Background: an optimization exercise with open tools, aiming at small area, a short achievable clock period and few clock cycles per item. Do not read the settings as production practice.
Only simulation tests tie the RTL to the original design; equivalence was not proved.

## flow/design.v (module list and top-level ports; edited modules follow where they fit)
// module cmul_round: 1297 lines
// module bfly_add: 234 lines
// module butterfly2_pipe: 219 lines
module butterfly2_pipe #(
    parameter int N = 16,
    parameter int Q = 14
) (
    input  logic                clk,
    input  logic                rst,
    input  logic                in_valid,
    output logic                in_ready,
    input  logic                in_inv,
    input  logic                in_scale,
    input  logic signed [N-1:0] in0_r,
    input  logic signed [N-1:0] in0_i,
    input  logic signed [N-1:0] in1_r,
    input  logic signed [N-1:0] in1_i,
    input  logic signed [N-1:0] twiddle_r,
    input  logic signed [N-1:0] twiddle_i,
    output logic                out_valid,
    input  logic                out_ready,
    output logic signed [N-1:0] out0_r,
    output logic signed [N-1:0] out0_i,
    output logic signed [N-1:0] out1_r,
    output logic signed [N-1:0] out1_i,
    output logic                ovf,
    input  logic                ovf_clr
);
  // ...
==> flow/flow/run.sh <==
#!/bin/bash
# The standard layout (standard.sh: ORFS with the standard flow's config, constraints
# and scripts), with two changes after synthesis:
#  - the buffers ORFS puts on every input and output port are buf_2 cells
#    instead of the default clkdlybuf4s50_1 delay cells;
#  - timing repair aims at 5.0 ns of setup slack at the fixed 9 ns period
#    (a 4.0 ns path delay).
# Synthesis is the standard one, run on its own first.
set -euo pipefail
export BUFFER_PORTS_ARGS="-buffer_cell sky130_fd_sc_hd__buf_2"
bash standard.sh synth > synth.log 2>&1
bash standard.sh finish SETUP_SLACK_MARGIN=5.0 > layout.log 2>&1
==> flow/standard.sh <==
#!/bin/bash
# synth_recipe.tcl (not shown) runs the flow's synth.tcl, then flattens the netlist and writes it again
# the make line also repeats each setting of config.mk as NAME=value (left out here)
make -C /OpenROAD-flow-scripts/flow DESIGN_CONFIG=/design/flow/config.mk WORK_HOME=/design/flow/orfs CLKGATE_MAP_FILE= SYNTH_SCRIPT=/design/flow/synth_recipe.tcl "${@:-finish}"
==> flow/config.mk <==
export PLATFORM = sky130hd
export DESIGN_NAME = butterfly2_pipe
export DESIGN_NICKNAME = butterfly2_pipe
export VERILOG_FILES = /design/flow/design.v
export SDC_FILE = /design/flow/constraint.sdc
export NUM_CORES = 4
export LEC_CHECK = 0
export CAP_MARGIN = 20
export CORE_MARGIN = 2
export CORE_UTILIZATION = 40
export SLEW_MARGIN = 20
==> flow/constraint.sdc <==
create_clock -name core_clock -period 9.0 [get_ports {clk}]
set_input_delay 1.8000 -clock core_clock [delete_from_list [all_inputs] [get_ports {clk}]]
set_output_delay 1.8000 -clock core_clock [all_outputs]
set_load 0.01 [all_outputs]
==> run summary, run 1 <==
outcome=timing/DRC/antenna clean; Avg WL per Cell=approximately 23 µm; Slowest-stage cell, CP=fa_1; critical path cell sequence=buf_12, a22oi_2, xor2_1, fa_1, fa_2, fa_1, inv_1, fa_1, inv_2, fa_1, inv_1, ha_1; Root Driver=clkbuf_16; Max-Cap Viols=0; setup_tns=0 ns; Setup WS pre-CTS=4.203 ns; Synth Area in XOR/XNOR=around 14%; Fmax achieved=approximately 250 MHz; Detailed Place HPWL=about 81000 µm; die area=105500 µm²; crit path capture=r_re1[4]; mux share of post-synthesis cell area=1.753%; Worst Hold Depth=2; first-pass GRT wire length=~180000 µm; final net count=~4700; core area=a little over 100000 µm²; largest net degree at the start of global routing=about 120; Reg area=between 10000 and 15000 µm²; fraction of area in multi-input gates=between 50% and 60%; most frequent cell after synthesis=xnor2_1; Clock buffers and inverters, area share=3.599%; WL met1=50650 µm; Post-synth EDFFs=between 300 and 400; gr ovfl total=0; R2R cell count=12; Yosys top cell by area=fa_1; count of cell types in the netlist=between 60 and 70; Tightest Pin Transition=0.9760 ns; Syn-to-layout area delta=14.80%; Final Critical Period=approximately 4 ns; TritonCTS clock tree=built; GR Layer Usage met3=3.781%; gpl congestion=about 0.9
Testbench counts, summed over its fixed seeds: cycles 24,024, items 24,000.
==> module bfly_add, before the edit <==
module bfly_add (
    input  logic [16:0] ap,
    input  logic [24:0] r0,
    input  logic [24:0] r1,
    input  logic [9:0] r2,
    input  logic        cl,
    output logic [17:0] x0,
    output logic [17:0] x1
);
    logic xh0;
    logic xk0;
    logic xh1;
    logic xk1;
    logic xh2;
    logic xk2;
    logic xh3;
    logic xk3;
    logic xh4;
    logic xk4;
    logic xs0;
    logic xc0;
    logic xs1;
    logic xc1;
    logic xs2;
    logic xc2;
    logic xs3;
    logic xc3;
    logic xs4;
    logic xc4;
    logic xs5;
    logic xc5;
    logic xs6;
    logic xc6;
    logic xs7;
    logic xc7;
    logic xs8;
    logic xc8;
    logic xs9;
    logic xc9;
    logic xh5;
    logic xk5;
    logic xh6;
    logic xk6;
    logic xh7;
    logic xk7;
    logic xh8;
    logic xk8;
    logic xh9;
    logic xk9;
    logic xh10;
    logic xk10;
    logic xh11;
    logic xk11;
    logic xh12;
    logic xk12;
    logic xh13;
    logic xk13;
    logic xh14;
    logic xk14;
    logic zh15;
    logic zk15;
    logic zs10;
    logic zc10;
    logic zs11;
    logic zc11;
    logic zs12;
    logic zc12;
    logic zs13;
    logic zc13;
    logic zs14;
    logic zc14;
    logic zs15;
    logic zc15;
    logic zs16;
    logic zc16;
    logic zs17;
    logic zc17;
    logic zs18;
    logic zc18;
    logic zs19;
    logic zc19;
    logic zs20;
    logic zc20;
    logic zs21;
    logic zc21;
    logic zs22;
    logic zc22;
    logic zs23;
    logic zc23;
    logic zs24;
    logic zc24;
    logic zs25;
    logic zc25;
    logic zs26;
    logic zc26;
    logic apn7;
    logic apn8;
    logic apn9;
    logic apn10;
    logic apn11;
    logic apn12;
    logic apn13;
    logic apn14;
    logic apn15;
    logic apn16;
    logic apn17;
    logic apn18;
    logic apn19;
    logic apn20;
    logic apn21;
    logic apn22;
    logic apn23;
    logic apn24;
    logic yh16;
    logic yk16;
    logic ys27;
    logic yc27;
    logic ys28;
    logic yc28;
    logic ys29;
    logic yc29;
    logic ys30;
    logic yc30;
    logic ys31;
    logic yc31;
    logic ys32;
    logic yc32;
    logic ys33;
    logic yc33;
    logic ys34;
    logic yc34;
    logic ys35;
    logic yc35;
    logic ys36;
    logic yc36;
    logic ys37;
    logic yc37;
    logic ys38;
    logic yc38;
    logic ys39;
    logic yc39;
    logic ys40;
    logic yc40;
    logic ys41;
    logic yc41;
    logic ys42;
    logic yc42;
    logic ys43;
    logic yc43;
    logic [24:0] w_p, w_m;
    assign {xk0, xh0} = r0[0] + r1[0];
    assign {xk1, xh1} = r0[1] + r1[1];
    assign {xk2, xh2} = r0[2] + r1[2];
    assign {xk3, xh3} = r0[3] + r1[3];
    assign {xk4, xh4} = r0[4] + r1[4];
    assign {xc0, xs0} = r0[5] + r1[5] + r2[0];
    assign {xc1, xs1} = r0[6] + r1[6] + r2[1];
    assign {xc2, xs2} = r0[7] + r1[7] + r2[2];
    assign {xc3, xs3} = r0[8] + r1[8] + r2[3];
    assign {xc4, xs4} = r0[9] + r1[9] + r2[4];
    assign {xc5, xs5} = r0[10] + r1[10] + r2[5];
    assign {xc6, xs6} = r0[11] + r1[11] + r2[6];
    assign {xc7, xs7} = r0[12] + r1[12] + r2[7];
    assign {xc8, xs8} = r0[13] + r1[13] + r2[8];
    assign {xc9, xs9} = r0[14] + r1[14] + r2[9];
    assign {xk5, xh5} = r0[15] + r1[15];
    assign {xk6, xh6} = r0[16] + r1[16];
    assign {xk7, xh7} = r0[17] + r1[17];
    assign {xk8, xh8} = r0[18] + r1[18];
    assign {xk9, xh9} = r0[19] + r1[19];
    assign {xk10, xh10} = r0[20] + r1[20];
    assign {xk11, xh11} = r0[21] + r1[21];
    assign {xk12, xh12} = r0[22] + r1[22];
    assign {xk13, xh13} = r0[23] + r1[23];
    assign {xk14, xh14} = r0[24] + r1[24];
    assign {zk15, zh15} = ap[0] + xc1;
    assign {zc10, zs10} = ap[1] + xc2 + xs3;
    assign {zc11, zs11} = ap[2] + xc3 + xs4;
    assign {zc12, zs12} = ap[3] + xc4 + xs5;
    assign {zc13, zs13} = ap[4] + xc5 + xs6;
    assign {zc14, zs14} = ap[5] + xc6 + xs7;
    assign {zc15, zs15} = ap[6] + xc7 + xs8;
    assign {zc16, zs16} = ap[7] + xc8 + xs9;
    assign {zc17, zs17} = ap[8] + xh5 + xc9;
    assign {zc18, zs18} = ap[9] + xk5 + xh6;
    assign {zc19, zs19} = ap[10] + xk6 + xh7;
    assign {zc20, zs20} = ap[11] + xk7 + xh8;
    assign {zc21, zs21} = ap[12] + xk8 + xh9;
    assign {zc22, zs22} = ap[13] + xk9 + xh10;
    assign {zc23, zs23} = ap[14] + xk10 + xh11;
    assign {zc24, zs24} = ap[15] + xk11 + xh12;
    assign {zc25, zs25} = ap[16] + xk12 + xh13;
    assign {zc26, zs26} = ap[16] + xk13 + xh14;
    assign apn7 = ~ap[0];
    assign apn8 = ~ap[1];
    assign apn9 = ~ap[2];
    assign apn10 = ~ap[3];
    assign apn11 = ~ap[4];
    assign apn12 = ~ap[5];
    assign apn13 = ~ap[6];
    assign apn14 = ~ap[7];
    assign apn15 = ~ap[8];
    assign apn16 = ~ap[9];
    assign apn17 = ~ap[10];
    assign apn18 = ~ap[11];
    assign apn19 = ~ap[12];
    assign apn20 = ~ap[13];
    assign apn21 = ~ap[14];
    assign apn22 = ~ap[15];
    assign apn23 = ~ap[16];
    assign apn24 = ~ap[16];
    assign {yk16, yh16} = apn7 + xc1;
    assign {yc27, ys27} = apn8 + xc2 + xs3;
    assign {yc28, ys28} = apn9 + xc3 + xs4;
    assign {yc29, ys29} = apn10 + xc4 + xs5;
    assign {yc30, ys30} = apn11 + xc5 + xs6;
    assign {yc31, ys31} = apn12 + xc6 + xs7;
    assign {yc32, ys32} = apn13 + xc7 + xs8;
    assign {yc33, ys33} = apn14 + xc8 + xs9;
    assign {yc34, ys34} = apn15 + xh5 + xc9;
    assign {yc35, ys35} = apn16 + xk5 + xh6;
    assign {yc36, ys36} = apn17 + xk6 + xh7;
    assign {yc37, ys37} = apn18 + xk7 + xh8;
    assign {yc38, ys38} = apn19 + xk8 + xh9;
    assign {yc39, ys39} = apn20 + xk9 + xh10;
    assign {yc40, ys40} = apn21 + xk10 + xh11;
    assign {yc41, ys41} = apn22 + xk11 + xh12;
    assign {yc42, ys42} = apn23 + xk12 + xh13;
    assign {yc43, ys43} = apn24 + xk13 + xh14;
    assign w_p = {zc25, zc24, zc23, zc22, zc21, zc20, zc19, zc18, zs18, zs17, zc15, zc14, zc13, zc12, zc11, zc10, zk15, xs2, xc0, xk4, xk3, xk2, xk1, xk0, cl} + {zs26, zs25, zs24, zs23, zs22, zs21, zs20, zs19, zc17, zc16, zs16, zs15, zs14, zs13, zs12, zs11, zs10, zh15, xs1, xs0, xh4, xh3, xh2, xh1, xh0};
    assign w_m = {yc42, yc41, yc40, yc39, yc38, yc37, yc36, yc35, ys35, ys34, yc32, yc31, yc30, yc29, yc28, yc27, yk16, xs2, xc0, xk4, xk3, xk2, xk1, xk0, cl} + {ys43, ys42, ys41, ys40, ys39, ys38, ys37, ys36, yc34, yc33, ys33, ys32, ys31, ys30, ys29, ys28, ys27, yh16, xs1, xs0, xh4, xh3, xh2, xh1, xh0};
    assign x0 = w_p[24:7];
    assign x1 = ~w_m[24:7];
endmodule
==> run 2, diff against run 1 <==
--- a/flow/design.v
+++ b/flow/design.v
@@ -4,17 +4,17 @@
     input  logic [7:0]  neg1,
     input  logic [7:0]  one1,
     input  logic [7:0]  two1,
     input  logic [7:0]  neg2,
     input  logic [7:0]  one2,
     input  logic [7:0]  two2,
     output logic [24:0] r0,
     output logic [24:0] r1,
-    output logic [9:0] r2,
+    output logic [12:0] r2,
     output logic        cl
 );
     logic pp1_0_0;
     logic pp1_0_1;
     logic pp1_0_2;
     logic pp1_0_3;
     logic pp1_0_4;
     logic pp1_0_5;
@@ -421,18 +421,16 @@
     logic s57;
     logic c57;
     logic s58;
     logic c58;
     logic s59;
     logic c59;
     logic s60;
     logic c60;
-    logic h10;
-    logic k10;
     logic s61;
     logic c61;
     logic s62;
     logic c62;
     logic s63;
     logic c63;
     logic s64;
     logic c64;
@@ -445,16 +443,18 @@
     logic s68;
     logic c68;
     logic s69;
     logic c69;
     logic s70;
     logic c70;
     logic s71;
     logic c71;
+    logic h10;
+    logic k10;
     logic s72;
     logic c72;
     logic s73;
     logic c73;
     logic s74;
     logic c74;
     logic s75;
     logic c75;
@@ -495,20 +495,20 @@
     logic s93;
     logic c93;
     logic s94;
     logic c94;
     logic s95;
     logic c95;
     logic s96;
     logic c96;
-    logic s97;
-    logic c97;
     logic h11;
     logic k11;
+    logic s97;
+    logic c97;
     logic s98;
     logic c98;
     logic s99;
     logic c99;
     logic s100;
     logic c100;
     logic s101;
     logic c101;
@@ -523,20 +523,20 @@
     logic s106;
     logic c106;
     logic s107;
     logic c107;
     logic s108;
     logic c108;
     logic s109;
     logic c109;
-    logic s110;
-    logic c110;
     logic h12;
     logic k12;
+    logic s110;
+    logic c110;
     logic s111;
     logic c111;
     logic s112;
     logic c112;
     logic s113;
     logic c113;
     logic s114;
     logic c114;
@@ -551,20 +551,20 @@
     logic s119;
     logic c119;
     logic s120;
     logic c120;
     logic s121;
     logic c121;
     logic s122;
     logic c122;
-    logic s123;
-    logic c123;
     logic h13;
     logic k13;
+    logic s123;
+    logic c123;
     logic s124;
     logic c124;
     logic s125;
     logic c125;
     logic s126;
     logic c126;
     logic s127;
     logic c127;
@@ -603,20 +603,20 @@
     logic s144;
     logic c144;
     logic s145;
     logic c145;
     logic s146;
     logic c146;
     logic s147;
     logic c147;
-    logic s148;
-    logic c148;
     logic h14;
     logic k14;
+    logic s148;
+    logic c148;
     logic s149;
     logic c149;
     logic s150;
     logic c150;
     logic s151;
     logic c151;
     logic s152;
     logic c152;
@@ -647,20 +647,20 @@
     logic s165;
     logic c165;
     logic s166;
     logic c166;
     logic s167;
     logic c167;
     logic s168;
     logic c168;
-    logic s169;
-    logic c169;
     logic h15;
     logic k15;
+    logic s169;
+    logic c169;
     logic s170;
     logic c170;
     logic s171;
     logic c171;
     logic s172;
     logic c172;
     logic s173;
     logic c173;
@@ -683,16 +683,18 @@
     logic s182;
     logic c182;
     logic s183;
     logic c183;
     logic s184;
     logic c184;
     logic s185;
     logic c185;
+    logic h16;
+    logic k16;
     logic s186;
     logic c186;
     logic s187;
     logic c187;
     logic s188;
     logic c188;
     logic s189;
     logic c189;
@@ -701,80 +703,72 @@
     logic s191;
     logic c191;
     logic s192;
     logic c192;
     logic s193;
     logic c193;
     logic s194;
     logic c194;
-    logic h16;
-    logic k16;
     logic s195;
     logic c195;
     logic s196;
     logic c196;
     logic s197;
     logic c197;
     logic s198;
     logic c198;
     logic s199;
     logic c199;
     logic s200;
     logic c200;
     logic s201;
     logic c201;
-    logic h17;
-    logic k17;
     logic s202;
     logic c202;
     logic s203;
     logic c203;
     logic s204;
     logic c204;
+    logic h17;
+    logic k17;
     logic s205;
     logic c205;
     logic s206;
     logic c206;
     logic s207;
     logic c207;
     logic s208;
     logic c208;
     logic s209;
     logic c209;
+    logic h18;
+    logic k18;
     logic s210;
     logic c210;
     logic s211;
     logic c211;
     logic s212;
     logic c212;
-    logic h18;
-    logic k18;
     logic s213;
     logic c213;
     logic s214;
     logic c214;
     logic s215;
     logic c215;
     logic s216;
     logic c216;
+    logic h19;
+    logic k19;
     logic s217;
     logic c217;
     logic s218;
     logic c218;
     logic s219;
     logic c219;
-    logic h19;
-    logic k19;
-    logic s220;
-    logic c220;
-    logic s221;
-    logic c221;
-    logic s222;
-    logic c222;
     logic h20;
     logic k20;
     logic [7:0] w_lo;
     assign pp1_0_0 = (one1[0] & b1[0]) ^ neg1[0];
     assign pp1_0_1 = ((one1[0] & b1[1]) | (two1[0] & b1[0])) ^ neg1[0];
     assign pp1_0_2 = ((one1[0] & b1[2]) | (two1[0] & b1[1])) ^ neg1[0];
     assign pp1_0_3 = ((one1[0] & b1[3]) | (two1[0] & b1[2])) ^ neg1[0];
     assign pp1_0_4 = ((one1[0] & b1[4]) | (two1[0] & b1[3])) ^ neg1[0];
@@ -1050,275 +1044,270 @@
     assign {c1, s1} = neg1[1] + neg2[1] + pp1_0_2;
     assign {c2, s2} = pp1_1_0 + pp2_0_2 + pp2_1_0;
     assign {k1, h1} = k0 + s1;
     assign {c3, s3} = pp1_0_3 + pp1_1_1 + pp2_0_3;
     assign {c4, s4} = pp2_1_1 + c1 + c2;
     assign {k2, h2} = s3 + k1;
     assign {c5, s5} = neg1[2] + neg2[2] + pp1_0_4;
     assign {c6, s6} = pp1_1_2 + pp1_2_0 + pp2_0_4;
-    assign {c7, s7} = pp2_1_2 + pp2_2_0 + s5;
-    assign {c8, s8} = c3 + s6 + c4;
+    assign {c7, s7} = pp2_1_2 + pp2_2_0 + c3;
+    assign {c8, s8} = s5 + s6 + c4;
     assign {k3, h3} = s7 + k2;
     assign {c9, s9} = pp1_0_5 + pp1_1_3 + pp1_2_1;
     assign {c10, s10} = pp2_0_5 + pp2_1_3 + pp2_2_1;
     assign {c11, s11} = c5 + c6 + s9;
     assign {c12, s12} = s10 + c7 + s11;
     assign {k4, h4} = k3 + c8;
     assign {c13, s13} = neg1[3] + neg2[3] + pp1_0_6;
     assign {c14, s14} = pp1_1_4 + pp1_2_2 + pp1_3_0;
     assign {c15, s15} = pp2_0_6 + pp2_1_4 + pp2_2_2;
-    assign {c16, s16} = pp2_3_0 + s13 + c9;
-    assign {c17, s17} = c10 + s14 + s15;
+    assign {c16, s16} = pp2_3_0 + c9 + c10;
+    assign {c17, s17} = s13 + s14 + s15;
     assign {c18, s18} = c11 + s16 + s17;
-    assign {k5, h5} = c12 + k4;
+    assign {k5, h5} = c12 + s18;
     assign {c19, s19} = pp1_0_7 + pp1_1_5 + pp1_2_3;
     assign {c20, s20} = pp1_3_1 + pp2_0_7 + pp2_1_5;
     assign {c21, s21} = pp2_2_3 + pp2_3_1 + c13;
     assign {c22, s22} = c14 + c15 + s19;
     assign {c23, s23} = s20 + s21 + c16;
     assign {c24, s24} = c17 + s22 + s23;
     assign {k6, h6} = c18 + k5;
     assign {c25, s25} = neg1[4] + neg2[4] + pp1_0_8;
     assign {c26, s26} = pp1_1_6 + pp1_2_4 + pp1_3_2;
     assign {c27, s27} = pp1_4_0 + pp2_0_8 + pp2_1_6;
     assign {c28, s28} = pp2_2_4 + pp2_3_2 + pp2_4_0;
-    assign {c29, s29} = s25 + c19 + c20;
+    assign {c29, s29} = c19 + c20 + s25;
     assign {c30, s30} = s26 + s27 + s28;
     assign {c31, s31} = c21 + c22 + s29;
     assign {c32, s32} = s30 + c23 + s31;
     assign {k7, h7} = c24 + s32;
     assign {c33, s33} = pp1_0_9 + pp1_1_7 + pp1_2_5;
     assign {c34, s34} = pp1_3_3 + pp1_4_1 + pp2_0_9;
     assign {c35, s35} = pp2_1_7 + pp2_2_5 + pp2_3_3;
     assign {c36, s36} = pp2_4_1 + c25 + c26;
     assign {c37, s37} = c27 + c28 + s33;
-    assign {c38, s38} = s34 + s35 + s36;
-    assign {c39, s39} = c29 + c30 + s37;
+    assign {c38, s38} = s34 + s35 + c29;
+    assign {c39, s39} = s36 + c30 + s37;
     assign {c40, s40} = s38 + c31 + s39;
     assign {k8, h8} = c32 + s40;
     assign {c41, s41} = neg1[5] + neg2[5] + pp1_0_10;
     assign {c42, s42} = pp1_1_8 + pp1_2_6 + pp1_3_4;
     assign {c43, s43} = pp1_4_2 + pp1_5_0 + pp2_0_10;
     assign {c44, s44} = pp2_1_8 + pp2_2_6 + pp2_3_4;
-    assign {c45, s45} = pp2_4_2 + pp2_5_0 + s41;
-    assign {c46, s46} = c33 + c34 + c35;
+    assign {c45, s45} = pp2_4_2 + pp2_5_0 + c33;
+    assign {c46, s46} = c34 + c35 + s41;
     assign {c47, s47} = s42 + s43 + s44;
     assign {c48, s48} = c36 + s45 + c37;
     assign {c49, s49} = s46 + s47 + c38;
-    assign {c50, s50} = s48 + c39 + s49;
-    assign {k9, h9} = c40 + s50;
+    assign {c50, s50} = c39 + s48 + s49;
+    assign {k9, h9} = c40 + k8;
     assign {c51, s51} = pp1_0_11 + pp1_1_9 + pp1_2_7;
     assign {c52, s52} = pp1_3_5 + pp1_4_3 + pp1_5_1;
     assign {c53, s53} = pp2_0_11 + pp2_1_9 + pp2_2_7;
     assign {c54, s54} = pp2_3_5 + pp2_4_3 + pp2_5_1;
     assign {c55, s55} = c41 + c42 + c43;
     assign {c56, s56} = c44 + s51 + s52;
     assign {c57, s57} = s53 + s54 + c45;
     assign {c58, s58} = c46 + c47 + s55;
     assign {c59, s59} = s56 + s57 + c48;
     assign {c60, s60} = s58 + c49 + s59;
-    assign {k10, h10} = c50 + s60;
     assign {c61, s61} = neg1[6] + neg2[6] + pp1_0_12;
     assign {c62, s62} = pp1_1_10 + pp1_2_8 + pp1_3_6;
     assign {c63, s63} = pp1_4_4 + pp1_5_2 + pp1_6_0;
     assign {c64, s64} = pp2_0_12 + pp2_1_10 + pp2_2_8;
     assign {c65, s65} = pp2_3_6 + pp2_4_4 + pp2_5_2;
-    assign {c66, s66} = pp2_6_0 + s61 + c51;
-    assign {c67, s67} = c52 + c53 + c54;
+    assign {c66, s66} = pp2_6_0 + c51 + c52;
+    assign {c67, s67} = c53 + c54 + s61;
     assign {c68, s68} = s62 + s63 + s64;
-    assign {c69, s69} = s65 + c55 + s66;
-    assign {c70, s70} = c56 + s67 + s68;
-    assign {c71, s71} = c57 + s69 + c58;
-    assign {c72, s72} = s70 + c59 + s71;
-    assign {c73, s73} = 1'b1 + pp1_0_13 + pp1_1_11;
-    assign {c74, s74} = pp1_2_9 + pp1_3_7 + pp1_4_5;
-    assign {c75, s75} = pp1_5_3 + pp1_6_1 + pp2_0_13;
-    assign {c76, s76} = pp2_1_11 + pp2_2_9 + pp2_3_7;
-    assign {c77, s77} = pp2_4_5 + pp2_5_3 + pp2_6_1;
-    assign {c78, s78} = c61 + c62 + c63;
-    assign {c79, s79} = c64 + c65 + s73;
-    assign {c80, s80} = s74 + s75 + s76;
-    assign {c81, s81} = s77 + c66 + c67;
-    assign {c82, s82} = c68 + s78 + s79;
-    assign {c83, s83} = s80 + c69 + s81;
-    assign {c84, s84} = c70 + s82 + c71;
-    assign {c85, s85} = neg1[7] + neg2[7] + pp1_0_14;
-    assign {c86, s86} = pp1_1_12 + pp1_2_10 + pp1_3_8;
-    assign {c87, s87} = pp1_4_6 + pp1_5_4 + pp1_6_2;
-    assign {c88, s88} = pp1_7_0 + pp2_0_14 + pp2_1_12;
-    assign {c89, s89} = pp2_2_10 + pp2_3_8 + pp2_4_6;
-    assign {c90, s90} = pp2_5_4 + pp2_6_2 + pp2_7_0;
-    assign {c91, s91} = s85 + c73 + c74;
-    assign {c92, s92} = c75 + c76 + c77;
-    assign {c93, s93} = s86 + s87 + s88;
-    assign {c94, s94} = s89 + s90 + c78;
-    assign {c95, s95} = c79 + c80 + s91;
-    assign {c96, s96} = s92 + s93 + c81;
-    assign {c97, s97} = s94 + c82 + s95;
-    assign {k11, h11} = s96 + c83;
-    assign {c98, s98} = pp1_0_15 + pp1_1_13 + pp1_2_11;
-    assign {c99, s99} = pp1_3_9 + pp1_4_7 + pp1_5_5;
-    assign {c100, s100} = pp1_6_3 + pp1_7_1 + pp2_0_15;
-    assign {c101, s101} = pp2_1_13 + pp2_2_11 + pp2_3_9;
-    assign {c102, s102} = pp2_4_7 + pp2_5_5 + pp2_6_3;
-    assign {c103, s103} = pp2_7_1 + c85 + c86;
-    assign {c104, s104} = c87 + c88 + c89;
-    assign {c105, s105} = c90 + s98 + s99;
-    assign {c106, s106} = s100 + s101 + s102;
-    assign {c107, s107} = s103 + c91 + c92;
-    assign {c108, s108} = c93 + s104 + s105;
-    assign {c109, s109} = s106 + c94 + s107;
-    assign {c110, s110} = c95 + s108 + c96;
-    assign {k12, h12} = s109 + c97;
-    assign {c111, s111} = pp1_0_16 + pp1_1_14 + pp1_2_12;
-    assign {c112, s112} = pp1_3_10 + pp1_4_8 + pp1_5_6;
-    assign {c113, s113} = pp1_6_4 + pp1_7_2 + pp2_0_16;
-    assign {c114, s114} = pp2_1_14 + pp2_2_12 + pp2_3_10;
-    assign {c115, s115} = pp2_4_8 + pp2_5_6 + pp2_6_4;
-    assign {c116, s116} = pp2_7_2 + c98 + c99;
-    assign {c117, s117} = c100 + c101 + c102;
-    assign {c118, s118} = s111 + s112 + s113;
-    assign {c119, s119} = s114 + s115 + c103;
-    assign {c120, s120} = c104 + c105 + c106;
-    assign {c121, s121} = s116 + s117 + s118;
-    assign {c122, s122} = s119 + c107 + c108;
-    assign {c123, s123} = s120 + s121 + c109;
-    assign {k13, h13} = s122 + c110;
-    assign {c124, s124} = 1'b1 + pp1_1_15 + pp1_2_13;
-    assign {c125, s125} = pp1_3_11 + pp1_4_9 + pp1_5_7;
-    assign {c126, s126} = pp1_6_5 + pp1_7_3 + pp2_1_15;
-    assign {c127, s127} = pp2_2_13 + pp2_3_11 + pp2_4_9;
-    assign {c128, s128} = pp2_5_7 + pp2_6_5 + pp2_7_3;
-    assign {c129, s129} = c111 + c112 + c113;
-    assign {c130, s130} = c114 + c115 + s124;
-    assign {c131, s131} = s125 + s126 + s127;
-    assign {c132, s132} = s128 + c116 + c117;
-    assign {c133, s133} = c118 + s129 + s130;
-    assign {c134, s134} = s131 + c119 + s132;
-    assign {c135, s135} = c120 + c121 + s133;
-    assign {c136, s136} = c122 + s134 + s135;
-    assign {c137, s137} = 1'b1 + pp1_1_16 + pp1_2_14;
-    assign {c138, s138} = pp1_3_12 + pp1_4_10 + pp1_5_8;
-    assign {c139, s139} = pp1_6_6 + pp1_7_4 + pp2_1_16;
-    assign {c140, s140} = pp2_2_14 + pp2_3_12 + pp2_4_10;
-    assign {c141, s141} = pp2_5_8 + pp2_6_6 + pp2_7_4;
-    assign {c142, s142} = c124 + c125 + c126;
-    assign {c143, s143} = c127 + c128 + s137;
-    assign {c144, s144} = s138 + s139 + s140;
-    assign {c145, s145} = s141 + c129 + c130;
-    assign {c146, s146} = c131 + s142 + s143;
-    assign {c147, s147} = s144 + c132 + s145;
-    assign {c148, s148} = c133 + s146 + c134;
-    assign {k14, h14} = c135 + s147;
-    assign {c149, s149} = pp1_2_15 + pp1_3_13 + pp1_4_11;
-    assign {c150, s150} = pp1_5_9 + pp1_6_7 + pp1_7_5;
-    assign {c151, s151} = pp2_2_15 + pp2_3_13 + pp2_4_11;
-    assign {c152, s152} = pp2_5_9 + pp2_6_7 + pp2_7_5;
-    assign {c153, s153} = c137 + c138 + c139;
-    assign {c154, s154} = c140 + c141 + s149;
-    assign {c155, s155} = s150 + s151 + s152;
-    assign {c156, s156} = c142 + c143 + c144;
-    assign {c157, s157} = s153 + s154 + s155;
-    assign {c158, s158} = c145 + s156 + c146;
-    assign {c159, s159} = s157 + c147 + s158;
-    assign {c160, s160} = 1'b1 + pp1_2_16 + pp1_3_14;
-    assign {c161, s161} = pp1_4_12 + pp1_5_10 + pp1_6_8;
-    assign {c162, s162} = pp1_7_6 + pp2_2_16 + pp2_3_14;
-    assign {c163, s163} = pp2_4_12 + pp2_5_10 + pp2_6_8;
-    assign {c164, s164} = pp2_7_6 + c149 + c150;
-    assign {c165, s165} = c151 + c152 + s160;
-    assign {c166, s166} = s161 + s162 + s163;
-    assign {c167, s167} = c153 + c154 + c155;
-    assign {c168, s168} = s164 + s165 + s166;
-    assign {c169, s169} = c156 + s167 + c157;
-    assign {k15, h15} = s168 + c158;
-    assign {c170, s170} = pp1_3_15 + pp1_4_13 + pp1_5_11;
-    assign {c171, s171} = pp1_6_9 + pp1_7_7 + pp2_3_15;
-    assign {c172, s172} = pp2_4_13 + pp2_5_11 + pp2_6_9;
-    assign {c173, s173} = pp2_7_7 + c160 + c161;
-    assign {c174, s174} = c162 + c163 + s170;
-    assign {c175, s175} = s171 + s172 + c164;
-    assign {c176, s176} = c165 + c166 + s173;
-    assign {c177, s177} = s174 + s175 + c167;
-    assign {c178, s178} = c168 + s176 + s177;
-    assign {c179, s179} = 1'b1 + pp1_3_16 + pp1_4_14;
-    assign {c180, s180} = pp1_5_12 + pp1_6_10 + pp1_7_8;
-    assign {c181, s181} = pp2_3_16 + pp2_4_14 + pp2_5_12;
-    assign {c182, s182} = pp2_6_10 + pp2_7_8 + c170;
-    assign {c183, s183} = c171 + c172 + s179;
-    assign {c184, s184} = s180 + s181 + s182;
-    assign {c185, s185} = c173 + c174 + s183;
-    assign {c186, s186} = c175 + s184 + s185;
-    assign {c187, s187} = c176 + c177 + s186;
-    assign {c188, s188} = pp1_4_15 + pp1_5_13 + pp1_6_11;
-    assign {c189, s189} = pp1_7_9 + pp2_4_15 + pp2_5_13;
-    assign {c190, s190} = pp2_6_11 + pp2_7_9 + c179;
-    assign {c191, s191} = c180 + c181 + s188;
-    assign {c192, s192} = s189 + c182 + s190;
-    assign {c193, s193} = c183 + s191 + c184;
-    assign {c194, s194} = s192 + c185 + s193;
-    assign {k16, h16} = c186 + s194;
-    assign {c195, s195} = 1'b1 + pp1_4_16 + pp1_5_14;
-    assign {c196, s196} = pp1_6_12 + pp1_7_10 + pp2_4_16;
-    assign {c197, s197} = pp2_5_14 + pp2_6_12 + pp2_7_10;
-    assign {c198, s198} = c188 + c189 + s195;
-    assign {c199, s199} = s196 + s197 + c190;
-    assign {c200, s200} = c191 + s198 + s199;
-    assign {c201, s201} = c192 + c193 + s200;
-    assign {k17, h17} = c194 + s201;
-    assign {c202, s202} = pp1_5_15 + pp1_6_13 + pp1_7_11;
-    assign {c203, s203} = pp2_5_15 + pp2_6_13 + pp2_7_11;
-    assign {c204, s204} = c195 + c196 + c197;
-    assign {c205, s205} = s202 + s203 + c198;
-    assign {c206, s206} = s204 + c199 + s205;
-    assign {c207, s207} = c200 + s206 + c201;
-    assign {c208, s208} = 1'b1 + pp1_5_16 + pp1_6_14;
-    assign {c209, s209} = pp1_7_12 + pp2_5_16 + pp2_6_14;
-    assign {c210, s210} = pp2_7_12 + c202 + c203;
-    assign {c211, s211} = s208 + s209 + c204;
-    assign {c212, s212} = s210 + c205 + s211;
-    assign {k18, h18} = c206 + s212;
-    assign {c213, s213} = pp1_6_15 + pp1_7_13 + pp2_6_15;
-    assign {c214, s214} = pp2_7_13 + c208 + c209;
-    assign {c215, s215} = s213 + c210 + s214;
-    assign {c216, s216} = c211 + s215 + c212;
-    assign {c217, s217} = 1'b1 + pp1_6_16 + pp1_7_14;
-    assign {c218, s218} = pp2_6_16 + pp2_7_14 + c213;
-    assign {c219, s219} = s217 + s218 + c214;
-    assign {k19, h19} = c215 + s219;
-    assign {c220, s220} = pp1_7_15 + pp2_7_15 + c217;
-    assign {c221, s221} = c218 + s220 + c219;
-    assign {c222, s222} = 1'b1 + pp1_7_16 + pp2_7_16;
-    assign {k20, h20} = s222 + c220;
-    assign r0 = {c222, h20, k19, h19, k18, h18, k17, k16, c187, c178, c169, s169, c148, s148, c123, k12, k11, s97, s83, c60, k9, k8, k7, k6, s24};
-    assign r1 = {k20, c221, s221, c216, s216, c207, s207, h17, h16, s187, k15, h15, k14, h14, k13, s123, s110, h11, s84, k10, h10, h9, h8, h7, h6};
-    assign r2 = {s178, c159, s159, c136, s136, h13, h12, c84, c72, s72};
-    assign w_lo = {1'b0, {s18, s12, s8, s4, s2, c0, pp2_0_0}} + {1'b0, {h5, h4, h3, h2, h1, h0, s0}};
+    assign {c69, s69} = s65 + c55 + c56;
+    assign {c70, s70} = s66 + s67 + s68;
+    assign {c71, s71} = c57 + c58 + s69;
+    assign {k10, h10} = s70 + c59;
+    assign {c72, s72} = 1'b1 + pp1_0_13 + pp1_1_11;
+    assign {c73, s73} = pp1_2_9 + pp1_3_7 + pp1_4_5;
+    assign {c74, s74} = pp1_5_3 + pp1_6_1 + pp2_0_13;
+    assign {c75, s75} = pp2_1_11 + pp2_2_9 + pp2_3_7;
+    assign {c76, s76} = pp2_4_5 + pp2_5_3 + pp2_6_1;
+    assign {c77, s77} = c61 + c62 + c63;
+    assign {c78, s78} = c64 + c65 + s72;
+    assign {c79, s79} = s73 + s74 + s75;
+    assign {c80, s80} = s76 + c66 + c67;
+    assign {c81, s81} = c68 + s77 + s78;
+    assign {c82, s82} = s79 + c69 + s80;
+    assign {c83, s83} = c70 + s81 + c71;
+    assign {c84, s84} = neg1[7] + neg2[7] + pp1_0_14;
+    assign {c85, s85} = pp1_1_12 + pp1_2_10 + pp1_3_8;
+    assign {c86, s86} = pp1_4_6 + pp1_5_4 + pp1_6_2;
+    assign {c87, s87} = pp1_7_0 + pp2_0_14 + pp2_1_12;
+    assign {c88, s88} = pp2_2_10 + pp2_3_8 + pp2_4_6;
+    assign {c89, s89} = pp2_5_4 + pp2_6_2 + pp2_7_0;
+    assign {c90, s90} = c72 + c73 + c74;
+    assign {c91, s91} = c75 + c76 + s84;
+    assign {c92, s92} = s85 + s86 + s87;
+    assign {c93, s93} = s88 + s89 + c77;
+    assign {c94, s94} = c78 + c79 + s90;
+    assign {c95, s95} = s91 + s92 + c80;
+    assign {c96, s96} = s93 + c81 + s94;
+    assign {k11, h11} = s95 + c82;
+    assign {c97, s97} = pp1_0_15 + pp1_1_13 + pp1_2_11;
+    assign {c98, s98} = pp1_3_9 + pp1_4_7 + pp1_5_5;
+    assign {c99, s99} = pp1_6_3 + pp1_7_1 + pp2_0_15;
+    assign {c100, s100} = pp2_1_13 + pp2_2_11 + pp2_3_9;
+    assign {c101, s101} = pp2_4_7 + pp2_5_5 + pp2_6_3;
+    assign {c102, s102} = pp2_7_1 + c84 + c85;
+    assign {c103, s103} = c86 + c87 + c88;
+    assign {c104, s104} = c89 + s97 + s98;
+    assign {c105, s105} = s99 + s100 + s101;
+    assign {c106, s106} = c90 + c91 + s102;
+    assign {c107, s107} = c92 + s103 + s104;
+    assign {c108, s108} = s105 + c93 + c94;
+    assign {c109, s109} = s106 + s107 + c95;
+    assign {k12, h12} = s108 + c96;
+    assign {c110, s110} = pp1_0_16 + pp1_1_14 + pp1_2_12;
+    assign {c111, s111} = pp1_3_10 + pp1_4_8 + pp1_5_6;
+    assign {c112, s112} = pp1_6_4 + pp1_7_2 + pp2_0_16;
+    assign {c113, s113} = pp2_1_14 + pp2_2_12 + pp2_3_10;
+    assign {c114, s114} = pp2_4_8 + pp2_5_6 + pp2_6_4;
+    assign {c115, s115} = pp2_7_2 + c97 + c98;
+    assign {c116, s116} = c99 + c100 + c101;
+    assign {c117, s117} = s110 + s111 + s112;
+    assign {c118, s118} = s113 + s114 + c102;
+    assign {c119, s119} = c103 + c104 + c105;
+    assign {c120, s120} = s115 + s116 + s117;
+    assign {c121, s121} = s118 + c106 + c107;
+    assign {c122, s122} = s119 + s120 + c108;
+    assign {k13, h13} = s121 + k12;
+    assign {c123, s123} = 1'b1 + pp1_1_15 + pp1_2_13;
+    assign {c124, s124} = pp1_3_11 + pp1_4_9 + pp1_5_7;
+    assign {c125, s125} = pp1_6_5 + pp1_7_3 + pp2_1_15;
+    assign {c126, s126} = pp2_2_13 + pp2_3_11 + pp2_4_9;
+    assign {c127, s127} = pp2_5_7 + pp2_6_5 + pp2_7_3;
+    assign {c128, s128} = c110 + c111 + c112;
+    assign {c129, s129} = c113 + c114 + s123;
+    assign {c130, s130} = s124 + s125 + s126;
+    assign {c131, s131} = s127 + c115 + c116;
+    assign {c132, s132} = c117 + s128 + s129;
+    assign {c133, s133} = s130 + c118 + c119;
+    assign {c134, s134} = s131 + c120 + s132;
+    assign {c135, s135} = s133 + c121 + s134;
+    assign {c136, s136} = 1'b1 + pp1_1_16 + pp1_2_14;
+    assign {c137, s137} = pp1_3_12 + pp1_4_10 + pp1_5_8;
+    assign {c138, s138} = pp1_6_6 + pp1_7_4 + pp2_1_16;
+    assign {c139, s139} = pp2_2_14 + pp2_3_12 + pp2_4_10;
+    assign {c140, s140} = pp2_5_8 + pp2_6_6 + pp2_7_4;
+    assign {c141, s141} = c123 + c124 + c125;
+    assign {c142, s142} = c126 + c127 + s136;
+    assign {c143, s143} = s137 + s138 + s139;
+    assign {c144, s144} = s140 + c128 + c129;
+    assign {c145, s145} = c130 + s141 + s142;
+    assign {c146, s146} = s143 + c131 + c132;
+    assign {c147, s147} = s144 + s145 + c133;
+    assign {k14, h14} = s146 + c134;
+    assign {c148, s148} = pp1_2_15 + pp1_3_13 + pp1_4_11;
+    assign {c149, s149} = pp1_5_9 + pp1_6_7 + pp1_7_5;
+    assign {c150, s150} = pp2_2_15 + pp2_3_13 + pp2_4_11;
+    assign {c151, s151} = pp2_5_9 + pp2_6_7 + pp2_7_5;
+    assign {c152, s152} = c136 + c137 + c138;
+    assign {c153, s153} = c139 + c140 + s148;
+    assign {c154, s154} = s149 + s150 + s151;
+    assign {c155, s155} = c141 + c142 + c143;
+    assign {c156, s156} = s152 + s153 + s154;
+    assign {c157, s157} = c144 + c145 + s155;
+    assign {c158, s158} = s156 + c146 + s157;
+    assign {c159, s159} = 1'b1 + pp1_2_16 + pp1_3_14;
+    assign {c160, s160} = pp1_4_12 + pp1_5_10 + pp1_6_8;
+    assign {c161, s161} = pp1_7_6 + pp2_2_16 + pp2_3_14;
+    assign {c162, s162} = pp2_4_12 + pp2_5_10 + pp2_6_8;
+    assign {c163, s163} = pp2_7_6 + c148 + c149;
+    assign {c164, s164} = c150 + c151 + s159;
+    assign {c165, s165} = s160 + s161 + s162;
+    assign {c166, s166} = c152 + c153 + c154;
+    assign {c167, s167} = s163 + s164 + s165;
+    assign {c168, s168} = c155 + c156 + s166;
+    assign {k15, h15} = s167 + c157;
+    assign {c169, s169} = pp1_3_15 + pp1_4_13 + pp1_5_11;
+    assign {c170, s170} = pp1_6_9 + pp1_7_7 + pp2_3_15;
+    assign {c171, s171} = pp2_4_13 + pp2_5_11 + pp2_6_9;
+    assign {c172, s172} = pp2_7_7 + c159 + c160;
+    assign {c173, s173} = c161 + c162 + s169;
+    assign {c174, s174} = s170 + s171 + c163;
+    assign {c175, s175} = c164 + c165 + s172;
+    assign {c176, s176} = s173 + s174 + c166;
+    assign {c177, s177} = c167 + s175 + s176;
+    assign {c178, s178} = 1'b1 + pp1_3_16 + pp1_4_14;
+    assign {c179, s179} = pp1_5_12 + pp1_6_10 + pp1_7_8;
+    assign {c180, s180} = pp2_3_16 + pp2_4_14 + pp2_5_12;
+    assign {c181, s181} = pp2_6_10 + pp2_7_8 + c169;
+    assign {c182, s182} = c170 + c171 + s178;
+    assign {c183, s183} = s179 + s180 + c172;
+    assign {c184, s184} = s181 + c173 + s182;
+    assign {c185, s185} = c174 + s183 + c175;
+    assign {k16, h16} = s184 + c176;
+    assign {c186, s186} = pp1_4_15 + pp1_5_13 + pp1_6_11;
+    assign {c187, s187} = pp1_7_9 + pp2_4_15 + pp2_5_13;
+    assign {c188, s188} = pp2_6_11 + pp2_7_9 + c178;
+    assign {c189, s189} = c179 + c180 + s186;
+    assign {c190, s190} = s187 + c181 + s188;
+    assign {c191, s191} = c182 + s189 + c183;
+    assign {c192, s192} = c184 + s190 + s191;
+    assign {c193, s193} = 1'b1 + pp1_4_16 + pp1_5_14;
+    assign {c194, s194} = pp1_6_12 + pp1_7_10 + pp2_4_16;
+    assign {c195, s195} = pp2_5_14 + pp2_6_12 + pp2_7_10;
+    assign {c196, s196} = c186 + c187 + s193;
+    assign {c197, s197} = s194 + s195 + c188;
+    assign {c198, s198} = c189 + s196 + s197;
+    assign {c199, s199} = c190 + c191 + s198;
+    assign {c200, s200} = pp1_5_15 + pp1_6_13 + pp1_7_11;
+    assign {c201, s201} = pp2_5_15 + pp2_6_13 + pp2_7_11;
+    assign {c202, s202} = c193 + c194 + c195;
+    assign {c203, s203} = s200 + s201 + c196;
+    assign {c204, s204} = s202 + c197 + s203;
+    assign {k17, h17} = c198 + s204;
+    assign {c205, s205} = 1'b1 + pp1_5_16 + pp1_6_14;
+    assign {c206, s206} = pp1_7_12 + pp2_5_16 + pp2_6_14;
+    assign {c207, s207} = pp2_7_12 + c200 + c201;
+    assign {c208, s208} = s205 + s206 + c202;
+    assign {c209, s209} = s207 + s208 + c203;
+    assign {k18, h18} = c204 + s209;
+    assign {c210, s210} = pp1_6_15 + pp1_7_13 + pp2_6_15;
+    assign {c211, s211} = pp2_7_13 + c205 + c206;
+    assign {c212, s212} = s210 + c207 + s211;
+    assign {c213, s213} = c208 + s212 + c209;
+    assign {c214, s214} = 1'b1 + pp1_6_16 + pp1_7_14;
+    assign {c215, s215} = pp2_6_16 + pp2_7_14 + c210;
+    assign {c216, s216} = s214 + c211 + s215;
+    assign {k19, h19} = c212 + s216;
+    assign {c217, s217} = pp1_7_15 + pp2_7_15 + c214;
+    assign {c218, s218} = c215 + s217 + c216;
+    assign {c219, s219} = 1'b1 + pp1_7_16 + pp2_7_16;
+    assign {k20, h20} = s219 + c217;
+    assign r0 = {c219, h20, k19, h19, k18, k17, h17, c192, c185, s185, c168, s168, k14, h14, c122, c109, k11, s96, s82, s71, c50, s50, k7, k6, s24};
+    assign r1 = {k20, c218, s218, c213, s213, h18, c199, s199, k16, h16, k15, h15, c147, s147, k13, s122, h12, h11, k10, h10, s60, h9, h8, h7, h6};
+    assign r2 = {s192, c177, s177, c158, s158, c135, s135, h13, s109, c83, s83, c60, k9};
+    assign w_lo = {1'b0, {k4, s12, s8, s4, s2, c0, pp2_0_0}} + {1'b0, {h5, h4, h3, h2, h1, h0, s0}};
     assign cl = w_lo[7];
 endmodule
 module bfly_add (
     input  logic [16:0] ap,
     input  logic [24:0] r0,
     input  logic [24:0] r1,
-    input  logic [9:0] r2,
+    input  logic [12:0] r2,
     input  logic        cl,
     output logic [17:0] x0,
     output logic [17:0] x1
 );
     logic xh0;
     logic xk0;
     logic xh1;
     logic xk1;
     logic xh2;
     logic xk2;
     logic xh3;
     logic xk3;
-    logic xh4;
-    logic xk4;
     logic xs0;
     logic xc0;
     logic xs1;
     logic xc1;
     logic xs2;
     logic xc2;
     logic xs3;
     logic xc3;
@@ -1329,44 +1318,40 @@
     logic xs6;
     logic xc6;
     logic xs7;
     logic xc7;
     logic xs8;
     logic xc8;
     logic xs9;
     logic xc9;
+    logic xs10;
+    logic xc10;
+    logic xs11;
+    logic xc11;
+    logic xs12;
+    logic xc12;
+    logic xh4;
+    logic xk4;
     logic xh5;
     logic xk5;
     logic xh6;
     logic xk6;
     logic xh7;
     logic xk7;
     logic xh8;
     logic xk8;
     logic xh9;
     logic xk9;
     logic xh10;
     logic xk10;
     logic xh11;
     logic xk11;
-    logic xh12;
-    logic xk12;
-    logic xh13;
-    logic xk13;
-    logic xh14;
-    logic xk14;
-    logic zh15;
-    logic zk15;
-    logic zs10;
-    logic zc10;
-    logic zs11;
-    logic zc11;
-    logic zs12;
-    logic zc12;
+    logic zh12;
+    logic zk12;
     logic zs13;
     logic zc13;
     logic zs14;
     logic zc14;
     logic zs15;
     logic zc15;
     logic zs16;
     logic zc16;
@@ -1385,16 +1370,22 @@
     logic zs23;
     logic zc23;
     logic zs24;
     logic zc24;
     logic zs25;
     logic zc25;
     logic zs26;
     logic zc26;
+    logic zs27;
+    logic zc27;
+    logic zs28;
+    logic zc28;
+    logic zs29;
+    logic zc29;
     logic apn7;
     logic apn8;
     logic apn9;
     logic apn10;
     logic apn11;
     logic apn12;
     logic apn13;
     logic apn14;
@@ -1403,24 +1394,18 @@
     logic apn17;
     logic apn18;
     logic apn19;
     logic apn20;
     logic apn21;
     logic apn22;
     logic apn23;
     logic apn24;
-    logic yh16;
-    logic yk16;
-    logic ys27;
-    logic yc27;
-    logic ys28;
-    logic yc28;
-    logic ys29;
-    logic yc29;
+    logic yh13;
+    logic yk13;
     logic ys30;
     logic yc30;
     logic ys31;
     logic yc31;
     logic ys32;
     logic yc32;
     logic ys33;
     logic yc33;
@@ -1439,60 +1424,66 @@
     logic ys40;
     logic yc40;
     logic ys41;
     logic yc41;
     logic ys42;
     logic yc42;
     logic ys43;
     logic yc43;
+    logic ys44;
+    logic yc44;
+    logic ys45;
+    logic yc45;
+    logic ys46;
+    logic yc46;
     logic [24:0] w_p, w_m;
     assign {xk0, xh0} = r0[0] + r1[0];
     assign {xk1, xh1} = r0[1] + r1[1];
     assign {xk2, xh2} = r0[2] + r1[2];
     assign {xk3, xh3} = r0[3] + r1[3];
-    assign {xk4, xh4} = r0[4] + r1[4];
-    assign {xc0, xs0} = r0[5] + r1[5] + r2[0];
-    assign {xc1, xs1} = r0[6] + r1[6] + r2[1];
-    assign {xc2, xs2} = r0[7] + r1[7] + r2[2];
-    assign {xc3, xs3} = r0[8] + r1[8] + r2[3];
-    assign {xc4, xs4} = r0[9] + r1[9] + r2[4];
-    assign {xc5, xs5} = r0[10] + r1[10] + r2[5];
-    assign {xc6, xs6} = r0[11] + r1[11] + r2[6];
-    assign {xc7, xs7} = r0[12] + r1[12] + r2[7];
-    assign {xc8, xs8} = r0[13] + r1[13] + r2[8];
-    assign {xc9, xs9} = r0[14] + r1[14] + r2[9];
-    assign {xk5, xh5} = r0[15] + r1[15];
-    assign {xk6, xh6} = r0[16] + r1[16];
-    assign {xk7, xh7} = r0[17] + r1[17];
-    assign {xk8, xh8} = r0[18] + r1[18];
-    assign {xk9, xh9} = r0[19] + r1[19];
-    assign {xk10, xh10} = r0[20] + r1[20];
-    assign {xk11, xh11} = r0[21] + r1[21];
-    assign {xk12, xh12} = r0[22] + r1[22];
-    assign {xk13, xh13} = r0[23] + r1[23];
-    assign {xk14, xh14} = r0[24] + r1[24];
-    assign {zk15, zh15} = ap[0] + xc1;
-    assign {zc10, zs10} = ap[1] + xc2 + xs3;
-    assign {zc11, zs11} = ap[2] + xc3 + xs4;
-    assign {zc12, zs12} = ap[3] + xc4 + xs5;
-    assign {zc13, zs13} = ap[4] + xc5 + xs6;
-    assign {zc14, zs14} = ap[5] + xc6 + xs7;
-    assign {zc15, zs15} = ap[6] + xc7 + xs8;
-    assign {zc16, zs16} = ap[7] + xc8 + xs9;
-    assign {zc17, zs17} = ap[8] + xh5 + xc9;
-    assign {zc18, zs18} = ap[9] + xk5 + xh6;
-    assign {zc19, zs19} = ap[10] + xk6 + xh7;
-    assign {zc20, zs20} = ap[11] + xk7 + xh8;
-    assign {zc21, zs21} = ap[12] + xk8 + xh9;
-    assign {zc22, zs22} = ap[13] + xk9 + xh10;
-    assign {zc23, zs23} = ap[14] + xk10 + xh11;
-    assign {zc24, zs24} = ap[15] + xk11 + xh12;
-    assign {zc25, zs25} = ap[16] + xk12 + xh13;
-    assign {zc26, zs26} = ap[16] + xk13 + xh14;
+    assign {xc0, xs0} = r0[4] + r1[4] + r2[0];
+    assign {xc1, xs1} = r0[5] + r1[5] + r2[1];
+    assign {xc2, xs2} = r0[6] + r1[6] + r2[2];
+    assign {xc3, xs3} = r0[7] + r1[7] + r2[3];
+    assign {xc4, xs4} = r0[8] + r1[8] + r2[4];
+    assign {xc5, xs5} = r0[9] + r1[9] + r2[5];
+    assign {xc6, xs6} = r0[10] + r1[10] + r2[6];
+    assign {xc7, xs7} = r0[11] + r1[11] + r2[7];
+    assign {xc8, xs8} = r0[12] + r1[12] + r2[8];
+    assign {xc9, xs9} = r0[13] + r1[13] + r2[9];
+    assign {xc10, xs10} = r0[14] + r1[14] + r2[10];
+    assign {xc11, xs11} = r0[15] + r1[15] + r2[11];
+    assign {xc12, xs12} = r0[16] + r1[16] + r2[12];
+    assign {xk4, xh4} = r0[17] + r1[17];
+    assign {xk5, xh5} = r0[18] + r1[18];
+    assign {xk6, xh6} = r0[19] + r1[19];
+    assign {xk7, xh7} = r0[20] + r1[20];
+    assign {xk8, xh8} = r0[21] + r1[21];
+    assign {xk9, xh9} = r0[22] + r1[22];
+    assign {xk10, xh10} = r0[23] + r1[23];
+    assign {xk11, xh11} = r0[24] + r1[24];
+    assign {zk12, zh12} = ap[0] + xc2;
+    assign {zc13, zs13} = ap[1] + xc3 + xs4;
+    assign {zc14, zs14} = ap[2] + xc4 + xs5;
+    assign {zc15, zs15} = ap[3] + xc5 + xs6;
+    assign {zc16, zs16} = ap[4] + xc6 + xs7;
+    assign {zc17, zs17} = ap[5] + xc7 + xs8;
+    assign {zc18, zs18} = ap[6] + xc8 + xs9;
+    assign {zc19, zs19} = ap[7] + xc9 + xs10;
+    assign {zc20, zs20} = ap[8] + xc10 + xs11;
+    assign {zc21, zs21} = ap[9] + xc11 + xs12;
+    assign {zc22, zs22} = ap[10] + xh4 + xc12;
+    assign {zc23, zs23} = ap[11] + xk4 + xh5;
+    assign {zc24, zs24} = ap[12] + xk5 + xh6;
+    assign {zc25, zs25} = ap[13] + xk6 + xh7;
+    assign {zc26, zs26} = ap[14] + xk7 + xh8;
+    assign {zc27, zs27} = ap[15] + xk8 + xh9;
+    assign {zc28, zs28} = ap[16] + xk9 + xh10;
+    assign {zc29, zs29} = ap[16] + xk10 + xh11;
     assign apn7 = ~ap[0];
     assign apn8 = ~ap[1];
     assign apn9 = ~ap[2];
     assign apn10 = ~ap[3];
     assign apn11 = ~ap[4];
     assign apn12 = ~ap[5];
     assign apn13 = ~ap[6];
     assign apn14 = ~ap[7];
@@ -1501,36 +1492,36 @@
     assign apn17 = ~ap[10];
     assign apn18 = ~ap[11];
     assign apn19 = ~ap[12];
     assign apn20 = ~ap[13];
     assign apn21 = ~ap[14];
     assign apn22 = ~ap[15];
     assign apn23 = ~ap[16];
     assign apn24 = ~ap[16];
-    assign {yk16, yh16} = apn7 + xc1;
-    assign {yc27, ys27} = apn8 + xc2 + xs3;
-    assign {yc28, ys28} = apn9 + xc3 + xs4;
-    assign {yc29, ys29} = apn10 + xc4 + xs5;
-    assign {yc30, ys30} = apn11 + xc5 + xs6;
-    assign {yc31, ys31} = apn12 + xc6 + xs7;
-    assign {yc32, ys32} = apn13 + xc7 + xs8;
-    assign {yc33, ys33} = apn14 + xc8 + xs9;
-    assign {yc34, ys34} = apn15 + xh5 + xc9;
-    assign {yc35, ys35} = apn16 + xk5 + xh6;
-    assign {yc36, ys36} = apn17 + xk6 + xh7;
-    assign {yc37, ys37} = apn18 + xk7 + xh8;
-    assign {yc38, ys38} = apn19 + xk8 + xh9;
-    assign {yc39, ys39} = apn20 + xk9 + xh10;
-    assign {yc40, ys40} = apn21 + xk10 + xh11;
-    assign {yc41, ys41} = apn22 + xk11 + xh12;
-    assign {yc42, ys42} = apn23 + xk12 + xh13;
-    assign {yc43, ys43} = apn24 + xk13 + xh14;
-    assign w_p = {zc25, zc24, zc23, zc22, zc21, zc20, zc19, zc18, zs18, zs17, zc15, zc14, zc13, zc12, zc11, zc10, zk15, xs2, xc0, xk4, xk3, xk2, xk1, xk0, cl} + {zs26, zs25, zs24, zs23, zs22, zs21, zs20, zs19, zc17, zc16, zs16, zs15, zs14, zs13, zs12, zs11, zs10, zh15, xs1, xs0, xh4, xh3, xh2, xh1, xh0};
-    assign w_m = {yc42, yc41, yc40, yc39, yc38, yc37, yc36, yc35, ys35, ys34, yc32, yc31, yc30, yc29, yc28, yc27, yk16, xs2, xc0, xk4, xk3, xk2, xk1, xk0, cl} + {ys43, ys42, ys41, ys40, ys39, ys38, ys37, ys36, yc34, yc33, ys33, ys32, ys31, ys30, ys29, ys28, ys27, yh16, xs1, xs0, xh4, xh3, xh2, xh1, xh0};
+    assign {yk13, yh13} = apn7 + xc2;
+    assign {yc30, ys30} = apn8 + xc3 + xs4;
+    assign {yc31, ys31} = apn9 + xc4 + xs5;
+    assign {yc32, ys32} = apn10 + xc5 + xs6;
+    assign {yc33, ys33} = apn11 + xc6 + xs7;
+    assign {yc34, ys34} = apn12 + xc7 + xs8;
+    assign {yc35, ys35} = apn13 + xc8 + xs9;
+    assign {yc36, ys36} = apn14 + xc9 + xs10;
+    assign {yc37, ys37} = apn15 + xc10 + xs11;
+    assign {yc38, ys38} = apn16 + xc11 + xs12;
+    assign {yc39, ys39} = apn17 + xh4 + xc12;
+    assign {yc40, ys40} = apn18 + xk4 + xh5;
+    assign {yc41, ys41} = apn19 + xk5 + xh6;
+    assign {yc42, ys42} = apn20 + xk6 + xh7;
+    assign {yc43, ys43} = apn21 + xk7 + xh8;
+    assign {yc44, ys44} = apn22 + xk8 + xh9;
+    assign {yc45, ys45} = apn23 + xk9 + xh10;
+    assign {yc46, ys46} = apn24 + xk10 + xh11;
+    assign w_p = {zc28, zc27, zc26, zc25, zc24, zc23, zs23, zs22, zc20, zc19, zc18, zc17, zc16, zc15, zc14, zc13, zk12, xs3, xc1, xc0, xk3, xk2, xk1, xk0, cl} + {zs29, zs28, zs27, zs26, zs25, zs24, zc22, zc21, zs21, zs20, zs19, zs18, zs17, zs16, zs15, zs14, zs13, zh12, xs2, xs1, xs0, xh3, xh2, xh1, xh0};
+    assign w_m = {yc45, yc44, yc43, yc42, yc41, yc40, ys40, ys39, yc37, yc36, yc35, yc34, yc33, yc32, yc31, yc30, yk13, xs3, xc1, xc0, xk3, xk2, xk1, xk0, cl} + {ys46, ys45, ys44, ys43, ys42, ys41, yc39, yc38, ys38, ys37, ys36, ys35, ys34, ys33, ys32, ys31, ys30, yh13, xs2, xs1, xs0, xh3, xh2, xh1, xh0};
     assign x0 = w_p[24:7];
     assign x1 = ~w_m[24:7];
 endmodule
 module butterfly2_pipe #(
     parameter int N = 16,
     parameter int Q = 14
 ) (
     input  logic                clk,
@@ -1549,22 +1540,21 @@
     input  logic                out_ready,
     output logic signed [N-1:0] out0_r,
     output logic signed [N-1:0] out0_i,
     output logic signed [N-1:0] out1_r,
     output logic signed [N-1:0] out1_i,
     output logic                ovf,
     input  logic                ovf_clr
 );
-    localparam int L  = 12;
-    localparam int H  = 21;
+    localparam int L  = 11;
+    localparam int H  = 23;
     localparam int LC = 7;
-    logic                w_en;               
-    logic                w_ld3;              
-    logic                r_v1, r_v2, r_v3, r_vk;
+    logic                w_en;
+    logic                r_v1, r_v2, r_v3;
     logic [7:0]          w_one_r, w_two_r, w_neg_r;
     logic [7:0]          w_one_i, w_two_i, w_negi_im;
     for (genvar k = 0; k < 8; k++) begin : g_booth
         logic hr, mr, lr, hi, mi, li;
         assign hr = twiddle_r[2*k+1];
         assign mr = twiddle_r[2*k];
         assign hi = twiddle_i[2*k+1];
         assign mi = twiddle_i[2*k];
@@ -1600,37 +1590,27 @@
     logic [16:0]         r_apr2, r_api2;    
     logic                r_sc2;
     logic [17:0]         w_x0r, w_x0i, w_x1r, w_x1i;
     logic [17:0]         r_x0r, r_x0i, r_x1r, r_x1i;
     logic                r_sc3;
     logic                r_first;            
     logic                r_ovf, r_clr;       
     logic                w_ovf;
-    logic [17:0]         r_k0r, r_k0i, r_k1r, r_k1i;
-    logic                r_ksc;
-    assign w_en     = ~r_vk;
-    assign w_ld3    = ~r_v3 | out_ready;
+    assign w_en     = ~r_v3 | out_ready;
     assign in_ready = w_en;
     always_ff @(posedge clk) begin
         if (rst) begin
             r_v1 <= 1'b0;
             r_v2 <= 1'b0;
+            r_v3 <= 1'b0;
         end else if (w_en) begin
             r_v1 <= in_valid;
             r_v2 <= r_v1;
-        end
-    end
-    always_ff @(posedge clk) begin
-        if (rst) begin
-            r_v3 <= 1'b0;
-            r_vk <= 1'b0;
-        end else begin
-            if (w_ld3) r_v3 <= r_vk | r_v2;
-            r_vk <= ~out_ready & (r_vk | (r_v2 & r_v3));
+            r_v3 <= r_v2;
         end
     end
     always_ff @(posedge clk) begin
         if (w_en) begin
             r_ar1      <= in0_r;
             r_ai1      <= in0_i;
             r_br1      <= in1_r;
             r_bi1      <= in1_i;
@@ -1694,46 +1674,29 @@
     endfunction
     function automatic logic [15:0] sat_fn(input logic [17:0] x, input logic sc);
         if (ov_fn(x, sc)) sat_fn = {x[17], {15{~x[17]}}};
         else if (sc)      sat_fn = x[16:1];
         else              sat_fn = x[15:0];
     endfunction
     always_ff @(posedge clk) begin
         if (w_en) begin
-            r_k0r  <= w_x0r;
-            r_k0i  <= w_x0i;
-            r_k1r  <= w_x1r;
-            r_k1i  <= w_x1i;
-            r_ksc  <= r_sc2;
-        end
-    end
-    always_ff @(posedge clk) begin
-        if (w_ld3) begin
-            if (r_vk) begin
-                r_x0r <= r_k0r;
-                r_x0i <= r_k0i;
-                r_x1r <= r_k1r;
-                r_x1i <= r_k1i;
-                r_sc3 <= r_ksc;
-            end else begin
-                r_x0r <= w_x0r;
-                r_x0i <= w_x0i;
-                r_x1r <= w_x1r;
-                r_x1i <= w_x1i;
-                r_sc3 <= r_sc2;
-            end
+            r_x0r <= w_x0r;
+            r_x0i <= w_x0i;
+            r_x1r <= w_x1r;
+            r_x1i <= w_x1i;
+            r_sc3 <= r_sc2;
         end
     end
     always_ff @(posedge clk) begin
         if (rst) begin
             r_first <= 1'b0;
             r_ovf   <= 1'b0;
         end else begin
-            r_first <= w_ld3 & (r_vk | r_v2);
+            r_first <= w_en & r_v2;
             r_ovf   <= w_ovf;
         end
         r_clr <= ovf_clr;
     end
     assign w_ovf = (r_first & (ov_fn(r_x0r, r_sc3) | ov_fn(r_x0i, r_sc3) |
                                ov_fn(r_x1r, r_sc3) | ov_fn(r_x1i, r_sc3))) |
                    (~r_clr & r_ovf);
     logic [15:0] w_o0r, w_o0i, w_o1r, w_o1i;
==> flow/flow/run.sh (replaced) <==
#!/bin/bash
# The standard layout (standard.sh: ORFS with the standard flow's config, constraints
# and scripts), with two changes after synthesis:
#  - the buffers ORFS puts on every input and output port are buf_2 cells
#    instead of the default clkdlybuf4s50_1 delay cells;
#  - timing repair aims at 4.9 ns of setup slack at the fixed 9 ns period
#    (a 4.1 ns path delay).
# Synthesis is the standard one, run on its own first.
set -euo pipefail
export BUFFER_PORTS_ARGS="-buffer_cell sky130_fd_sc_hd__buf_2"
bash standard.sh synth > synth.log 2>&1
bash standard.sh finish SETUP_SLACK_MARGIN=4.9 > layout.log 2>&1
==> run summary, run 2 <==
top post-synthesis cells by count=xnor2_1 (557), fa_1 (512), inv_1 (451) (was xnor2_1 (565), fa_1 (512), inv_1 (475)); Final Cycle Share=45.96% (was 44.37%); TritonCTS clock tree=built (unchanged); largest net degree at the start of global routing=134 (was 121); gr ovfl total=0 (unchanged); Max-Cap Viols=0 (unchanged); core area=95290 µm² (was 101900 µm²); syn_area_per_cell=10.93 µm² (was 10.69 µm²); antenna violations before repair=4 (was 2); Worst Hold Depth=0 (was 2); RR Endpoint=r_im2[8] (was r_re1[4]); Post-synth EDFFs=347 (was 341); Detailed Place HPWL=73450 µm (was 80530 µm); synth top area cells=edfxtp_1 (27%), fa_1 (27%), xnor2_1 (13%) (was fa_1 (25%), edfxtp_1 (25%), xnor2_1 (12%)); die area=98810 µm² (was 105500 µm²); Avg Vias per Cell=5.547 (was 5.552); count of cell types in the netlist=57 (was 64); most frequent cell after synthesis=xnor2_1 (unchanged); unrepaired setup endpoints after global routing=true (unchanged); Clock Sinks=353 (was 421); Fmax achieved=241.8 MHz (was 250.4 MHz); Final Critical Period=4.136 ns (was 3.994 ns); number of DRC markers in iteration 0=2586 (was 3089); number of CTS-inserted buffers=45 (was 50); skew final=0.04981 ns (was 0.02545 ns); Die X=314.3 µm (was 324.9 µm); Yosys top cell by area=edfxtp_1 (was fa_1); Worst slew margin=41.42% (was 34.94%); Hold Startpoint=r_sc2 (was r_k1i[13]); commonest cells after routing, fill and taps aside=xnor2_1 (556), fa_1 (512), inv_1 (450), a22oi_1 (423), edfxtp_1 (347) (was xnor2_1 (555), fa_1 (482), inv_1 (473), a22oi_1 (389), edfxtp_1 (341)); setup_tns=0 ns (unchanged); gpl congestion=0.8805 (was 0.8988); Syn-to-layout area delta=12.49% (was 14.80%); R2R cell count=9 (was 12); critical path required time=7.20 ns (was 9.37 ns); Synth Area in XOR/XNOR=14.98% (was 13.78%); Syn Inst Count=3526 (was 3854); outcome=timing/DRC/antenna clean (unchanged); Tightest Pin Transition=0.8788 ns (was 0.9760 ns); depth of the CTS H-tree=2 (unchanged); first-pass GRT wire length=169700 µm (was 183100 µm); mux share of post-synthesis cell area=1.536% (was 1.753%); setup violators final=0 (unchanged); final net count=4396 (was 4742); Root Driver=clkbuf_16 (unchanged); Avg WL per Cell=22.61 µm (was 22.74 µm)
[run 2: repair_timing]
item | CTS | global route
resized for setup | 88 | 110
gates cloned | 4 | 2
buffers inserted | 20 | 23
pin swaps | 5 | 11
endpoints found under the setup margin | 182 | 152
[run 2: per-stage QoR]
stage | cells | cell area (µm²) | hold slack [ns] | setup slack (ns)
floorplan | 3526 | 38550 | 0.4003 | 1.371
global placement | 4768 | 40580 | 0.4036 | 3.930
detailed placement | 4768 | 40580 | 0.4045 | 3.865
CTS | 4875 | 42670 | 0.3846 | 4.825
global route | 4900 | 43340 | 0.3968 | 4.725
finish | 4900 | 43340 | 0.3839 | 4.864
[run 2: metal layers]
metal	part of all wire (%)	global-route usage (%)	wire (µm)
met2	47	36.15	51800
met3	8.1	3.630	9018
met1	41	30.48	45800
met4	3.8	8.247	4157
met5	0.012	0	13
[run 2: area by class of cell]
cell class	instances	area (µm²)
fill	8928	51960
multi-input combinational	2431	25550
sequential	353	10540
timing repair buffer	302	2434
inverter	466	1799
tap	1265	1583
clock buffer	58	1196
clock inverter	25	236.5
[run 2: cells by family after synthesis]
logic type | after synthesis
adder cells (fa/ha/maj) | 694
XOR/XNOR | 659
flip-flops | 353
multiplexers | 59
buffers and inverters | 742
AND/OR/NAND/NOR | 326
AO/OA/AOI/OAI | 693
[run 2: worst max path at each step]
| stage | slack [ns] | from | cells past startpoint | to |
|---|---|---|---|---|
| after global placement | 3.93 | out_ready | 6 | r_br1[13] |
| final | 4.86 | r_sc3 | 9 | out0_r[0] |
| after floorplan | 1.37 | out_ready | 2 | r_ai1[0] |
| after global routing | 4.73 | r_sc3 | 9 | out0_r[10] |
| after CTS | 4.82 | r_sc3 | 8 | out0_r[12] |
| after detailed placement | 3.87 | out_ready | 6 | r_br1[13] |
[run 2: worst max-delay path, cell delays in order (launching register included)]
cell	delay (ns)
edfxtp_1	0.43
buf_12	0.17
buf_16	0.12
o211ai_1	0.26
o31ai_4	0.15
nor2_4	0.15
buf_6	0.12
buf_12	0.13
a21oi_2	0.04
buf_2	0.14
Testbench counts of run 2, summed over its fixed seeds: cycles 24,024, items 24,000.

## separate check: timing with driven ports
The flow's constraints put no driver on any port. The routed layouts listed below were extracted and timed again, unchanged, in two steps. Step 1, drivers: a clkbuf_16 drives clk and a buf_2 each remaining input, both assumed. Step 2 times the ports against the registers' clock, not the clock port: input delays grow and output delays shrink by t, the midpoint of the rising clock arrivals with the driver on. a / b / c = ideal ports / drivers / drivers and shift; a / b = the first two.
run | t, ns | setup WS [ns] | hold WS [ns] | cell pins on the clock port's net
run 1 | 0.700 | 5.006 / 4.980 / 5.006 | 0.445 / 0.445 / 0.445 | 1
run 2 | 0.680 | 4.864 / 4.794 / 4.406 | 0.384 / 0.384 / 0.384 | 1
After both steps every run listed still meets setup and hold. The setup slack of run 2, which loses most, moves by -0.070 ns with the drivers and by -0.458 ns with both steps.
